What follows belongs to an exercise in optimizing a design on an open flow for small area and a short achievable clock period; a production flow would make more cautious choices. No run shown here included a check of the RTL's function; only the layout flow was run.

==> flow/design.v (outline; a module is shown in full before it is edited, if it fits) <==
// module fpm_top: 851 lines
// module fpm_fa: 4 lines
// module fpm_bsel: 3 lines
// module fpm_ao22: 3 lines
// module fpm_ao21: 3 lines
// module fpm_ao4: 4 lines
// module fpm_aoi22: 3 lines
// module fpm_xor2: 3 lines
module fpm_top (
  input  logic        clk,
  input  logic        rst_n,
  input  logic [2:0]  r_mode,
  input  logic [31:0] fp_x,
  input  logic [31:0] fp_y,
  output logic [31:0] fp_z,
  output logic        ovrf,
  output logic        udrf
);
  // ...
==> flow/flow/run.sh <==
#!/bin/bash
# The standard synthesis and layout; repair aims for 7 ns of setup slack
set -euo pipefail
bash standard.sh synth > synth.log 2>&1
bash standard.sh finish SETUP_SLACK_MARGIN=7 "BUFFER_PORTS_ARGS=-buffer_cell sky130_fd_sc_hd__buf_2" > layout.log 2>&1
==> flow/standard.sh <==
#!/bin/bash
# synth_recipe.tcl (not shown) runs the flow's synth.tcl, then flattens the netlist and writes it again
# the make line also repeats each setting of config.mk as NAME=value (left out here)
make -C /OpenROAD-flow-scripts/flow DESIGN_CONFIG=/design/flow/config.mk WORK_HOME=/design/flow/orfs CLKGATE_MAP_FILE= SYNTH_SCRIPT=/design/flow/synth_recipe.tcl "${@:-finish}"
==> flow/config.mk <==
export PLATFORM = sky130hd
export DESIGN_NAME = fpm_top
export DESIGN_NICKNAME = fpm_top
export VERILOG_FILES = /design/flow/design.v
export SDC_FILE = /design/flow/constraint.sdc
export NUM_CORES = 4
export LEC_CHECK = 0
export CAP_MARGIN = 20
export CORE_MARGIN = 2
export CORE_UTILIZATION = 55
export CTS_BUF_LIST = sky130_fd_sc_hd__clkbuf_4 sky130_fd_sc_hd__clkbuf_8
export SLEW_MARGIN = 20
export SYNTH_HIERARCHICAL = 1
==> flow/constraint.sdc <==
create_clock -name core_clock -period 12.5 [get_ports {clk}]
set_input_delay 2.5000 -clock core_clock [delete_from_list [all_inputs] [get_ports {clk}]]
set_output_delay 2.5000 -clock core_clock [all_outputs]
set_load 0.01 [all_outputs]
==> flow_summary.toml, run 1 <==
[outcome]
status = "complete, no violations"

[worst_setup_path]
cp_num_buf_inv = 1
path_cells = "buf_12 > a22o_1 > xor2_1 > fa_1 > fa_1 > fa_1 > fa_1 > fa_1 > ha_4 > and2_1 > and2_1 > and3_1 > and3_1 > a21o_1 > a21o_4 > a21o_1 > xor2_1"
cp.arrival_ns = 5.73
cp.required_ns = 12.84
critical_path_class = "reg2reg"

[yosys]
ys_ff_latch = 122
synth_compound_area_share_pct = 20.51
synth_mux_area_share_pct = 1.328
synth_ff_type = "dfxtp_1"
netlist_instances = 1704
synth_cell_types = 60

[cts]
cts.path.max_buffers = 2
hold_buffers = 0
cts.sinks = 122

[layout]
inverters = 87
reg_top3 = "p_q: 26 flops, fy_q: 23 flops"
clkbuf_count = 19
nFillCells = 2764

[timing]
finalSetupTns_ns = 0
min_period_ns = 5.388
setup_slack_ns = 7.112

[place]
place_inst = 2288

[detailed_routing]
drc = 0
drt_wl_total_mm = 57.18
drt-met1-wl_mm = 24.64

[floorplan]
die_area_sq_um = 34530
==> run 2: changes to the inputs <==
--- a/flow/design.v
+++ b/flow/design.v
@@ -843,42 +843,40 @@
     rmm2_q  <= rmm_q;
     rdir2_q <= rdir_q;
     nan2_q  <= nan_c;
     sg2_q   <= sg_c;
     inf_q2  <= inf_s;
     zer_q2  <= zer_s;
     nrm_q2  <= nrm_s;
   end
-  logic h, g, s, lsb, ru, c, sx;
-  logic [22:0] k;
+  logic h, ru1, ru0, c, sx;
   assign h   = p_q[25];         
-  assign k   = h ? p_q[24:2] : p_q[23:1];
-  assign g   = h ? p_q[1] : p_q[0];
-  assign s   = st_q | (h & p_q[0]);
-  assign lsb = h ? p_q[2] : p_q[1];
-  assign ru  = (rne2_q & g & (s | lsb)) | (rmm2_q & g) | (rdir2_q & (g | s));
-  assign c   = ~h & ru & (&p_q[23:1]);    
-  assign sx  = h | c;                     
-  logic [22:0] i1, i0, frac;
+  assign ru1 = (rne2_q & p_q[1] & (p_q[0] | st_q | p_q[2])) | (rmm2_q & p_q[1]) | (rdir2_q & (p_q[1] | p_q[0] | st_q));
+  assign ru0 = (rne2_q & p_q[0] & (st_q | p_q[1])) | (rmm2_q & p_q[0]) | (rdir2_q & (p_q[0] | st_q));
+  assign c   = ~h & ru0 & (&p_q[23:1]);    
+  assign sx  = h | c;                      
+  logic [22:0] i1, i0, f1, f0;
   assign i1 = p_q[24:2] + 23'd1;
   assign i0 = p_q[23:1] + 23'd1;
-  assign frac = ru ? (h ? i1 : i0) : k;
-  logic inf_o, zer_o, nrm;
+  assign f1 = ru1 ? i1 : p_q[24:2];
+  assign f0 = ru0 ? i0 : p_q[23:1];    
+  logic inf_o, zer_o, nrm, nrmf;
   assign inf_o = sx ? inf_q2[1] : inf_q2[0];
   assign zer_o = sx ? zer_q2[1] : zer_q2[0];
   assign nrm   = sx ? nrm_q2[1] : nrm_q2[0];
+  assign nrmf  = h ? nrm_q2[1] : nrm_q2[0];   
   logic [7:0] ez;
   assign ez = e_q + {7'd0, sx};
   assign ovrf = inf_o;
   assign udrf = zer_o;
   assign fp_z[31]    = sg2_q;
   assign fp_z[30:23] = (nan2_q | inf_o) ? 8'hff : (nrm ? ez : 8'h00);
-  assign fp_z[22]    = nan2_q | (nrm & frac[22]);
-  assign fp_z[21:0]  = nrm ? frac[21:0] : 22'd0;
+  assign fp_z[22]    = nan2_q | (nrmf & (h ? f1[22] : f0[22]));
+  assign fp_z[21:0]  = nrmf ? (h ? f1[21:0] : f0[21:0]) : 22'd0;
 endmodule
 module fpm_fa (input logic a, input logic b, input logic c, output logic s, output logic co);
   assign s  = a ^ b ^ c;
   assign co = (a & b) | (a & c) | (b & c);
 endmodule
 module fpm_bsel (input logic one, input logic two, input logic neg, input logic a, input logic b, output logic pp);
   assign pp = ((one & a) | (two & b)) ^ neg;
 endmodule
==> flow_summary.toml, run 2 <==
[hold_path]
min_to = "rdir2_q$_DFF_P_"
min_path_cells = 0
hp-class = "reg2reg"
hold_start = "rdir_q$_DFF_P_"

[timing]
worst_slew_pin_slew_ns = 0.7016
hold_violations = 0
max_slew_margin_pct = 53.11
fin_crit_sh_pct = 42.79
min_period_ns = 5.349
setup_slack_ns = 7.151
fin_skew_ns = 0.03920
finalSetupTns_ns = 0
maxSlewViolCount = 0
fmax_mhz = 187.0
rsz0062_at_grt = "false"
fin_hold_ws_ns = 0.3287
setup_viol = 0

[worst_setup_path]
cpPeakStageDelay_ns = 0.57
rr_worst_depth = 16
end_kind = "flop"
cp_num_buf_inv = 1
path_delay_family = "adder cells"
startpoint_type = "flop"
regToRegEndpoint = "p_q[11]$_DFF_P_"
path_cells = "buf_12 > a22o_1 > xor2_2 > fa_1 > fa_1 > fa_1 > fa_1 > fa_1 > ha_1 > and2_1 > a21o_1 > a21o_2 > a21o_1 > a21o_4 > a21o_1 > xor2_1"
crit_fanout = 24
cp.required_ns = 12.87
slowest_stage = "fa_1"
ff2ff_setup_slack_ns = 7.15
r2r-start = "btwo_q[0]$_DFF_P_"
cpMostUsedCell = "fa_1"
cp.arrival_ns = 5.71
critical_path_class = "reg2reg"

[grt]
grt_pass1_vias = 14700
overflow = 0
grt_pass1_wl_mm = 87.53
grt_max_degree = 28
grt_usage_pct = 33.82
antenna_found_initial = 0

[layout]
finalNetCount = 2321
nFillCells = 2755
diodes = 0
largest_reg_flops = 26
final_common_cell = "xor2_1"
regMostFlops = "p_q"
areaGrowthSynthToFinish_pct = 14.72
final_cell_mix = "xor2_1, fa_1, a22o_1"
reg_top3 = "p_q: 26 flops, fy_q: 23 flops"
drive_above_1_share_pct = 15.85

[detailed_routing]
via_per_inst = 6.345
drc = 0
drtPass1Iterations = 5
route.antenna.remaining_nets = 0
avgRoutedWirePerCell_microns = 24.74
drt_wl_total_mm = 57.77
dr_total_vias = 14820
drt-initial-drc-count = 1619

[floorplan]
die_x_microns = 185.6
core_area_sq_um = 32540
num_rows = 66
initial_core_util_pct = 55.74
boundaryPins = 103
die_y_microns = 185.6
die_area_sq_um = 34440

[yosys]
synth_top_cell_by_area = "fa_1"
netlist_instances = 1709
synth_cell_types = 51
synth_area_per_cell_sq_um = 10.61
yosys-top-cells-area = "fa_1, xor2_1, dfxtp_1"
synth_nets = 2149
ys_ff_latch = 122
yosysMostFrequentCell = "xor2_1"
synth_common_cells = "xor2_1, fa_1, a22o_1"
yosys.area.top_type_share_pct = 29.14
synth_ff_type = "dfxtp_1"
yosys_warnings = 7
synth_edf_count = 0
ys_seq_area_share_pct = 13.47
netlist_area_sq_um = 18130
async_flop_share_pct = 0

[run]
drv_cap = 0

[cts]
clkLatencyLatePin_ns = 0.52
hold_buffers = 0
cts_tree = "built"
cts.path.max_buffers = 2
cts_made_buffers = 17
cts.sinks = 122
htree_levels = 4
clk_pin_slew_worst_paths_ns = 0.11
cts-root-buf = "clkbuf_8"

[place]
post-place-ws_ns = 6.608
hpwl_mm = 37.72
gp_congestion = 0.8678
numPortBuffers = 102

[outcome]
status = "complete, no violations"
==> run 2: cell count changes after synthesis, sizes merged, moves of 5 or more <==
cell	previous run	this run
nand4	14	34
mux2i	17	3
nand3	16	23
o22ai	0	15
nor2	40	24
o21a	5	0
nor3	23	12
xor2	319	341
clkbuf	10	16
==> run 2: per-layer routing <==
| layer | vias up | global-route usage (%) | wire (microns) |
|---|---|---|---|
| li1 | 6455 | - | - |
| met1 | 7422 | 48.65 | 25210 |
| met2 | 826 | 50.25 | 25130 |
| met3 | 112 | 8.609 | 6167 |
| met4 | 0 | 9.984 | 1257 |
| met5 | - | 0 | 0 |
==> run 2: logic make-up (layout without fill, tap and decap cells) <==
logic type | count (synthesis) | in the layout | share of synthesized area, %
compound gates | 451 | 452 | 20.37
xor+xnor | 386 | 386 | 18.64
fa+ha+maj | 371 | 371 | 36.53
buf+inv | 111 | 294 | 2.366
flops | 122 | 122 | 13.47
mux | 7 | 7 | 0.5036
other cells | 1 | 1 | 0.02068
simple gates | 260 | 260 | 8.107
==> run 2: area by class of cell <==
class	count	area, sq um	area share, %
tap	442	553.0	2.658
multi-input combinational	1477	15450	74.27
clock buffer	19	255.2	1.227
inverter	90	337.8	1.624
sequential	122	2506	12.05
timing repair buffer	173	1574	7.566
clock inverter	12	126.4	0.6074
==> run 2: timing repair <==
item,in CTS,in global routing
buffers inserted,3,11
endpoints found under the hold margin,0,0
setup endpoints to repair,31,22
gates cloned,0,5
pin swaps,2,7
resized for setup,69,101
==> run 2: worst max path at each step <==
stage,startpoint,end,slack [ns],cells past startpoint
floorplan,fy_q[22]$_DFF_P_,p_q[25]$_DFF_P_,7.01,17
global placement,fy_q[17]$_DFF_P_,p_q[18]$_DFF_P_,6.35,16
detailed placement,bneg_q[4]$_DFF_P_,p_q[25]$_DFF_P_,6.61,15
CTS,p_q[0]$_DFF_P_,fp_z[29],7.03,11
global route,btwo_q[0]$_DFF_P_,p_q[15]$_DFF_P_,6.99,16
finish,btwo_q[0]$_DFF_P_,p_q[11]$_DFF_P_,7.15,16
==> run 2: per-module statistics from Yosys, one instance, submodules excluded <==
| module | cells | flops+latches | area, sq um |
|---|---|---|---|
| fpm_top | 815 | 122 | 7385 |
| fpm_ao21 | 1 | 0 | 7.507 |
| fpm_fa | 1 | 0 | 20.02 |
| fpm_ao22 | 1 | 0 | 8.758 |
| fpm_aoi22 | 1 | 0 | 12.51 |
| fpm_xor2 | 1 | 0 | 8.758 |
==> run 2: stage by stage <==
step / util [%] / instances / cell area (sq um)
6_report: 63.94 / 2335 / 20810
5_1_grt: 63.94 / 2335 / 20810
3_3_place_gp: 59.99 / 2285 / 19520
4_1_cts: 62.00 / 2319 / 20170
3_5_place_dp: 59.99 / 2285 / 19520
2_1_floorplan: - / 1709 / 18150
==> run 2: worst register-to-register path, cell delays in order, from the launching register on <==
cell and delay [ns]:
dfxtp_1 0.36, buf_12 0.18, a22o_1 0.26, xor2_2 0.16, fa_1 0.57, fa_1 0.43
fa_1 0.43, fa_1 0.52, fa_1 0.41, ha_1 0.35, and2_1 0.24, a21o_1 0.20
a21o_2 0.25, a21o_1 0.25, a21o_4 0.25, a21o_1 0.18, xor2_1 0.16

-- what the ideal ports hide --
How much do the figures lean on ideal ports? The routed layouts below were timed once more, with nothing changed but the port constraints.
Step 1, drivers: a clkbuf_16 drives clk and a buf_2 each remaining input, both assumed.
Step 2 adds t to the input delays and takes it off the output delays; t is the mean of the earliest and latest rising clock arrival at the registers after step 1. Input paths then give back, and output paths get back, about the clock's delay inside the block.
Slacks: ideal ports / drivers / drivers and shift; pairs: ideal ports / drivers.
run	shift t [ns]	setup slack, ns	worst setup path at the end	worst register clock-pin slew, ns	worst data-port slew with drivers (ns)
run 1	0.521	7.112 / 7.083 / 7.112	register to register	0.10 / 0.10	0.03
run 2	0.548	7.151 / 7.151 / 7.151	register to register	0.11 / 0.11	0.03
After both steps setup and hold are still met in every run listed.
